Source: an optimization exercise on an open RTL-to-GDS flow (aim: small area). Production flows keep margins and buffers that such runs may drop. Only simulation tests tie the RTL to the original design; equivalence was not proved. Power figures rest on the tool's default switching activity, not on a simulated workload. The flow treats the clock pin as an ideal source, which a real chip does not have.

== build 79 ==
==> flow/design.v (excerpt) <==
module fitness_collector #(
    parameter int SELF_FIT_LENGTH = 10,
    parameter int POP_SIZE        = 50,
    parameter int IDX_WIDTH       = 6
) (
    input  logic                       clk_i,
    input  logic                       rst_n,
    input  logic                       start_i,
    input  logic                       fit_valid_i,
    input  logic [SELF_FIT_LENGTH-1:0] fit_energy_i,
    input  logic                       fit_bank_i,
    input  logic                       fit_done_i,
    input  logic                       rd_bank_i,
    input  logic [IDX_WIDTH-1:0]       rd_addr_i,
    output logic [SELF_FIT_LENGTH-1:0] rd_data_ff_o,
    output logic [SELF_FIT_LENGTH-1:0] best_energy_ff_o,
    output logic [IDX_WIDTH-1:0]       best_idx_ff_o,
    output logic                       busy_ff_o,
    output logic                       gen_done_ff_o,
    output logic                       sync_err_ff_o
);
export LEC_CHECK = 0
export CAP_MARGIN = 10
export CORE_MARGIN = 2
export CORE_UTILIZATION = 75
export GPL_TIMING_DRIVEN = 0
export SLEW_MARGIN = 10
export SYNTH_HIERARCHICAL = 1
export SYNTH_MINIMUM_KEEP_SIZE = 0
export CTS_ARGS = -sink_clustering_enable -repair_clock_nets -sink_clustering_size 30 -sink_clustering_max_diameter 80 -buf_list {sky130_fd_sc_hd__clkbuf_16 sky130_fd_sc_hd__clkbuf_8} -dont_use_dummy_load
export BUFFER_PORTS_ARGS = -buffer_cell sky130_fd_sc_hd__buf_1
create_clock -name core_clock -period 5.0 [get_ports {clk_i}]
standard.sh (not shown) runs the stock make flow with config.mk's settings and CLKGATE_MAP_FILE= SYNTH_SCRIPT=/design/flow/synth_recipe.tcl, a recipe that flattens the netlist after the stock synthesis.
==> flow/flow/run.sh <==
#!/bin/bash
# Standard layout with two changes:
#  - clock tree: fewer, larger sink clusters on clkbuf_16/clkbuf_8 and no
#    dummy loads;
#  - port buffers: every input and output port still gets a buffer, but a
#    plain buf_1 instead of the delay cell buffer_ports picks by default.
set -euo pipefail
cat >> config.mk <<'EOF'
export CTS_ARGS = -sink_clustering_enable -repair_clock_nets -sink_clustering_size 30 -sink_clustering_max_diameter 80 -buf_list {sky130_fd_sc_hd__clkbuf_16 sky130_fd_sc_hd__clkbuf_8} -dont_use_dummy_load
export BUFFER_PORTS_ARGS = -buffer_cell sky130_fd_sc_hd__buf_1
EOF
bash standard.sh > standard.log 2>&1
> inputs changed (build 79 -> build 10)
Settings: changing SLEW_MARGIN from 10 to 0; changing CAP_MARGIN from 10 to 0; changing CORE_UTILIZATION from 75 to 65; removing CTS_ARGS (formerly -sink_clustering_enable -repair_clock_nets -sink_clustering_size 30 -sink_clustering_max_diameter 80 -buf_list {sky130_fd_sc_hd__clkbuf_16 sky130_fd_sc_hd__clkbuf_8} -dont_use_dummy_load); setting CTS_CLUSTER_DIAMETER to 80 for the first time; setting CTS_BUF_LIST to sky130_fd_sc_hd__clkbuf_16 sky130_fd_sc_hd__clkbuf_8 for the first time; setting CTS_CLUSTER_SIZE to 30 for the first time; removing BUFFER_PORTS_ARGS (formerly -buffer_cell sky130_fd_sc_hd__buf_1).
==> flow/run.sh (new file) <==
#!/bin/bash
# synth_recipe.tcl (not shown) runs the flow's synth.tcl, then flattens the netlist and writes it again
# the make line also repeats each setting of config.mk as NAME=value (left out here)
make -C /OpenROAD-flow-scripts/flow DESIGN_CONFIG=/design/flow/config.mk WORK_HOME=/design/flow/orfs CLKGATE_MAP_FILE= SYNTH_SCRIPT=/design/flow/synth_recipe.tcl finish
removed: flow/flow/run.sh
removed: flow/standard.sh
Build 79 ended with every stage complete and zero timing, DRC or antenna violations. Finished, but not clean: build 10, with capacitance limit, setup timing. Going from build 79 to build 10, critical path depth shrank by 1; number of cells in the finished layout apart from fillers grew by about 4%; synthesized area per cell held steady; largest net degree at the start of global routing held steady; power grew by 0.34 mW. Run comparison: build 79 endpoint of the worst setup timing path rd_data_ff_o[7]$_DFF_PN0_; build 10 endpoint of the worst setup timing path rd_data_ff_o[1]$_DFF_PN0_. Of build 79 and build 10, the run reporting the lower final period utilization was build 79. Compared with build 79, build 10 shows a lower effective utilization at floorplan. Taking build 79 as the reference, in build 10 hold slack increased by 18 ps relative to the old numbers; global routing usage summed across all routing layers down 4.5 points. Between build 79 and build 10, the met2 layer usage reported by global route is lower for build 10. Setup WNS build 79 -> build 10: worse.
Changes in build 35 relative to build 10:
Settings: SLEW_MARGIN: 0 -> 20; CAP_MARGIN: 0 -> 20; GPL_TIMING_DRIVEN: 0 -> unset.
[summary]
Row number of buffer and inverter stages on the critical path: build 35 lower / build 10 higher. Met2 layer usage reported by global route: build 35 > build 10. Of build 35 and build 10, it is build 35 that has the lower area taken by multi-input logic gates. Capturing instance or port of the critical path: rd_data_ff_o[6]$_DFF_PN0_ -> build 35, rd_data_ff_o[1]$_DFF_PN0_ -> build 10. Compared with build 10, build 35 shows a smallest setup slack after layout that is 490 ps higher. The lower detail-routed via count per cell came out of build 35. For the combinational group share of total power, build 35 came in 0.5 points higher than build 10 did. Critical-path maximum fanout on build 35 is up relative to build 10. Build 35 ran to completion and came out clean on the timing, DRC and antenna checks. Diff build 10 and build 35: routed wire length higher in build 35.

---

The RTL this note starts from:
==> flow/design.v <==
module fitness_collector #(
    parameter int SELF_FIT_LENGTH = 10,
    parameter int POP_SIZE        = 50,
    parameter int IDX_WIDTH       = 6
) (
    input  logic                       clk_i,
    input  logic                       rst_n,
    input  logic                       start_i,
    input  logic                       fit_valid_i,
    input  logic [SELF_FIT_LENGTH-1:0] fit_energy_i,
    input  logic                       fit_bank_i,
    input  logic                       fit_done_i,
    input  logic                       rd_bank_i,
    input  logic [IDX_WIDTH-1:0]       rd_addr_i,
    output logic [SELF_FIT_LENGTH-1:0] rd_data_ff_o,
    output logic [SELF_FIT_LENGTH-1:0] best_energy_ff_o,
    output logic [IDX_WIDTH-1:0]       best_idx_ff_o,
    output logic                       busy_ff_o,
    output logic                       gen_done_ff_o,
    output logic                       sync_err_ff_o
);
    localparam logic [IDX_WIDTH-1:0] LAST_IDX = IDX_WIDTH'(POP_SIZE - 1);
    logic [IDX_WIDTH-1:0]       wr_ptr_ff;
    logic                       full_ff;
    logic [SELF_FIT_LENGTH-1:0] mem0_ff [POP_SIZE];
    logic [SELF_FIT_LENGTH-1:0] mem1_ff [POP_SIZE];
    logic [SELF_FIT_LENGTH-1:0] rd_word;
    logic idle;
    logic accept_start;
    logic accept_valid;
    logic at_last;
    logic last_valid;
    logic first_wr;
    logic wen0, wen1;
    logic [SELF_FIT_LENGTH-1:0] wdat0, wdat1;
    assign idle         = !busy_ff_o && !gen_done_ff_o;
    assign accept_start = idle && start_i;
    assign accept_valid = busy_ff_o && fit_valid_i;
    assign at_last      = (wr_ptr_ff == LAST_IDX);
    assign last_valid   = accept_valid && at_last;
    assign first_wr     = !full_ff;
    always_ff @(posedge clk_i or negedge rst_n) begin
        if (!rst_n) begin
            busy_ff_o     <= 1'b0;
            gen_done_ff_o <= 1'b0;
        end else begin
            busy_ff_o     <= accept_start || (busy_ff_o && !last_valid);
            gen_done_ff_o <= last_valid;
        end
    end
    always_ff @(posedge clk_i or negedge rst_n) begin
        if (!rst_n) begin
            wr_ptr_ff <= '0;
        end else if (accept_start) begin
            wr_ptr_ff <= '0;
        end else if (accept_valid && !at_last) begin
            wr_ptr_ff <= wr_ptr_ff + IDX_WIDTH'(1);
        end
    end
    always_ff @(posedge clk_i or negedge rst_n) begin
        if (!rst_n) begin
            full_ff <= 1'b0;
        end else if (last_valid) begin
            full_ff <= 1'b1;
        end
    end
    always_ff @(posedge clk_i or negedge rst_n) begin
        if (!rst_n) begin
            best_energy_ff_o <= '0;
            best_idx_ff_o    <= '0;
        end else if (accept_start) begin
            best_energy_ff_o <= '1;
            best_idx_ff_o    <= '0;
        end else if (accept_valid && (fit_energy_i < best_energy_ff_o)) begin
            best_energy_ff_o <= fit_energy_i;
            best_idx_ff_o    <= wr_ptr_ff;
        end
    end
    assign wen0  = accept_valid && (!fit_bank_i || first_wr);
    assign wen1  = accept_valid && ( fit_bank_i || first_wr);
    assign wdat0 = fit_bank_i ? '1 : ~fit_energy_i;
    assign wdat1 = fit_bank_i ? ~fit_energy_i : '1;
    always_ff @(posedge clk_i) begin
        for (int i = 0; i < POP_SIZE; i++) begin
            if (wen0 && wr_ptr_ff == IDX_WIDTH'(i)) mem0_ff[i] <= wdat0;
            if (wen1 && wr_ptr_ff == IDX_WIDTH'(i)) mem1_ff[i] <= wdat1;
        end
    end
    logic [POP_SIZE-1:0]        sel0_n, sel1_n;
    logic [SELF_FIT_LENGTH-1:0] pair [POP_SIZE];
    logic [SELF_FIT_LENGTH-1:0] rd_or;
    always_comb begin
        for (int i = 0; i < POP_SIZE; i++) begin
            sel0_n[i] = !(!rd_bank_i && (rd_addr_i == IDX_WIDTH'(i)));
            sel1_n[i] = !( rd_bank_i && (rd_addr_i == IDX_WIDTH'(i)));
        end
    end
    for (genvar i = 0; i < POP_SIZE; i++) begin : g_pair
        for (genvar k = 0; k < SELF_FIT_LENGTH; k++) begin : g_bit
            fc_rd_pair u_pair (
                .a_n_i(mem0_ff[i][k]), .sa_n_i(sel0_n[i]),
                .b_n_i(mem1_ff[i][k]), .sb_n_i(sel1_n[i]),
                .y_o(pair[i][k])
            );
        end
    end
    always_comb begin
        rd_or = '0;
        for (int i = 0; i < POP_SIZE; i++) rd_or = rd_or | pair[i];
        rd_word = (full_ff || (rd_addr_i < wr_ptr_ff)) ? rd_or : '0;
    end
    always_ff @(posedge clk_i or negedge rst_n) begin
        if (!rst_n) begin
            rd_data_ff_o <= '0;
        end else begin
            rd_data_ff_o <= rd_word;
        end
    end
    logic sync_err_set;
    assign sync_err_set = (fit_valid_i && !busy_ff_o)
                        || (accept_valid && (fit_done_i != at_last));
    always_ff @(posedge clk_i or negedge rst_n) begin
        if (!rst_n) begin
            sync_err_ff_o <= 1'b0;
        end else if (sync_err_set) begin
            sync_err_ff_o <= 1'b1;
        end else if (accept_start) begin
            sync_err_ff_o <= 1'b0;
        end
    end
endmodule
module fc_rd_pair (
    input  logic a_n_i,
    input  logic sa_n_i,
    input  logic b_n_i,
    input  logic sb_n_i,
    output logic y_o
);
    assign y_o = ~((a_n_i | sa_n_i) & (b_n_i | sb_n_i));
endmodule
export LEC_CHECK = 0
export CAP_MARGIN = 10
export CORE_MARGIN = 2
export CORE_UTILIZATION = 85
export GPL_TIMING_DRIVEN = 0
export SLEW_MARGIN = 10
export SYNTH_HIERARCHICAL = 1
export SYNTH_MINIMUM_KEEP_SIZE = 0
export CTS_ARGS = -sink_clustering_enable -repair_clock_nets -sink_clustering_size 30 -sink_clustering_max_diameter 80 -buf_list {sky130_fd_sc_hd__clkbuf_16 sky130_fd_sc_hd__clkbuf_8} -dont_use_dummy_load
export BUFFER_PORTS_ARGS = -buffer_cell sky130_fd_sc_hd__buf_1
create_clock -name core_clock -period 5.0 [get_ports {clk_i}]
==> flow/flow/run.sh <==
#!/bin/bash
# Standard layout with two changes:
#  - clock tree: fewer, larger sink clusters on clkbuf_16/clkbuf_8 and no
#    dummy loads;
#  - port buffers: every input and output port still gets a buffer, but a
#    plain buf_1 instead of the delay cell buffer_ports picks by default.
set -euo pipefail
cat >> config.mk <<'EOF'
export CTS_ARGS = -sink_clustering_enable -repair_clock_nets -sink_clustering_size 30 -sink_clustering_max_diameter 80 -buf_list {sky130_fd_sc_hd__clkbuf_16 sky130_fd_sc_hd__clkbuf_8} -dont_use_dummy_load
export BUFFER_PORTS_ARGS = -buffer_cell sky130_fd_sc_hd__buf_1
EOF
bash standard.sh > standard.log 2>&1
The starting point reached the layout checks and failed them: setup timing.
Change:
==> flow/run.sh (new file) <==
#!/bin/bash
# synth_recipe.tcl (not shown) runs the flow's synth.tcl, then flattens the netlist and writes it again
# the make line also repeats each setting of config.mk as NAME=value (left out here)
make -C /OpenROAD-flow-scripts/flow DESIGN_CONFIG=/design/flow/config.mk WORK_HOME=/design/flow/orfs CLKGATE_MAP_FILE= SYNTH_SCRIPT=/design/flow/synth_recipe.tcl finish
Settings changed: BUFFER_PORTS_ARGS -buffer_cell sky130_fd_sc_hd__buf_1 to default, CAP_MARGIN 10 to 20, CORE_UTILIZATION 85 to 40, CTS_ARGS -sink_clustering_enable -repair_clock_nets -sink_clustering_size 30 -sink_clustering_max_diameter 80 -buf_list {sky130_fd_sc_hd__clkbuf_16 sky130_fd_sc_hd__clkbuf_8} -dont_use_dummy_load to default, GPL_TIMING_DRIVEN 0 to default, SLEW_MARGIN 10 to 20.
removed: flow/flow/run.sh
removed: flow/standard.sh
Effect: The new run completed with no timing, DRC or antenna violations. Via count falls by 7.6%. Total power rises by 24%. Core utilization falls by 44 points. Die area rises by about 110%. Design area rises by about 10%. Wire length rises by about 2.5%.
Change:
==> flow/flow/run.sh (new file) <==
#!/bin/bash
# Standard layout with two changes:
#  - clock tree: fewer, larger sink clusters on clkbuf_16/clkbuf_8 and no
#    dummy loads;
#  - port buffers: every input and output port still gets a buffer, but a
#    plain buf_1 instead of the delay cell buffer_ports picks by default.
set -euo pipefail
cat >> config.mk <<'EOF'
export CTS_ARGS = -sink_clustering_enable -repair_clock_nets -sink_clustering_size 30 -sink_clustering_max_diameter 80 -buf_list {sky130_fd_sc_hd__clkbuf_16 sky130_fd_sc_hd__clkbuf_8} -dont_use_dummy_load
export BUFFER_PORTS_ARGS = -buffer_cell sky130_fd_sc_hd__buf_1
EOF
bash standard.sh > standard.log 2>&1
==> flow/standard.sh (new file) <==
#!/bin/bash
# synth_recipe.tcl (not shown) runs the flow's synth.tcl, then flattens the netlist and writes it again
# the make line also repeats each setting of config.mk as NAME=value (left out here)
make -C /OpenROAD-flow-scripts/flow DESIGN_CONFIG=/design/flow/config.mk WORK_HOME=/design/flow/orfs CLKGATE_MAP_FILE= SYNTH_SCRIPT=/design/flow/synth_recipe.tcl "${@:-finish}"
Settings changed: BUFFER_PORTS_ARGS from default to -buffer_cell sky130_fd_sc_hd__buf_1, CAP_MARGIN 20 to 10, CORE_UTILIZATION 40 to 80, CTS_ARGS from default to -sink_clustering_enable -repair_clock_nets -sink_clustering_size 30 -sink_clustering_max_diameter 80 -buf_list {sky130_fd_sc_hd__clkbuf_16 sky130_fd_sc_hd__clkbuf_8} -dont_use_dummy_load, GPL_TIMING_DRIVEN from default to 0, SLEW_MARGIN 20 to 10.
removed: flow/run.sh
Effect: Via count rises by 2.6%; cell area falls by 9.9%; utilization rises by 38 points.

separate check: timing with driven ports:
The flow's constraints put no driver on any port. The routed layouts listed below were extracted and timed again, unchanged, in two steps. Step 1 sets driving cells, clkbuf_16 on the clock port and buf_2 on the other inputs (assumed; they add their load-dependent delay and slew). Step 2 moves the port delays by t, midway between the first and last clock arrival at a register: inputs arrive t later, outputs are due t later. That takes back most of the time a late clock gives input paths. Slacks: ideal ports / drivers / drivers and shift; pairs: ideal ports / drivers.
run | t, ns | setup WS [ns] | hold WS [ns]
build 79 | 0.653 | 0.235 / 0.270 / -0.383 | 0.471 / 0.443 / 0.523
build 10 | 0.680 | -0.101 / -0.073 / -0.753 | 0.489 / 0.454 / 0.570
build 35 | 0.688 | 0.384 / 0.421 / -0.266 | 0.516 / 0.480 / 0.549
the first run of note 2 | 0.690 | -0.187 / -0.147 / -0.837 | 0.290 / 0.248 / 0.518
the second run of note 2 | 0.742 | 0.665 / 0.680 / -0.062 | 0.494 / 0.453 / 0.524
the third run of note 2 | 0.667 | 0.095 / 0.124 / -0.543 | 0.463 / 0.426 / 0.518
Met with ideal ports but missed after step 2: setup timing in build 79, build 35, the second run of note 2 and the third run of note 2. For the second run of note 2, which loses most, drivers alone change the setup slack by +0.015 ns; drivers and shift together by -0.727 ns.
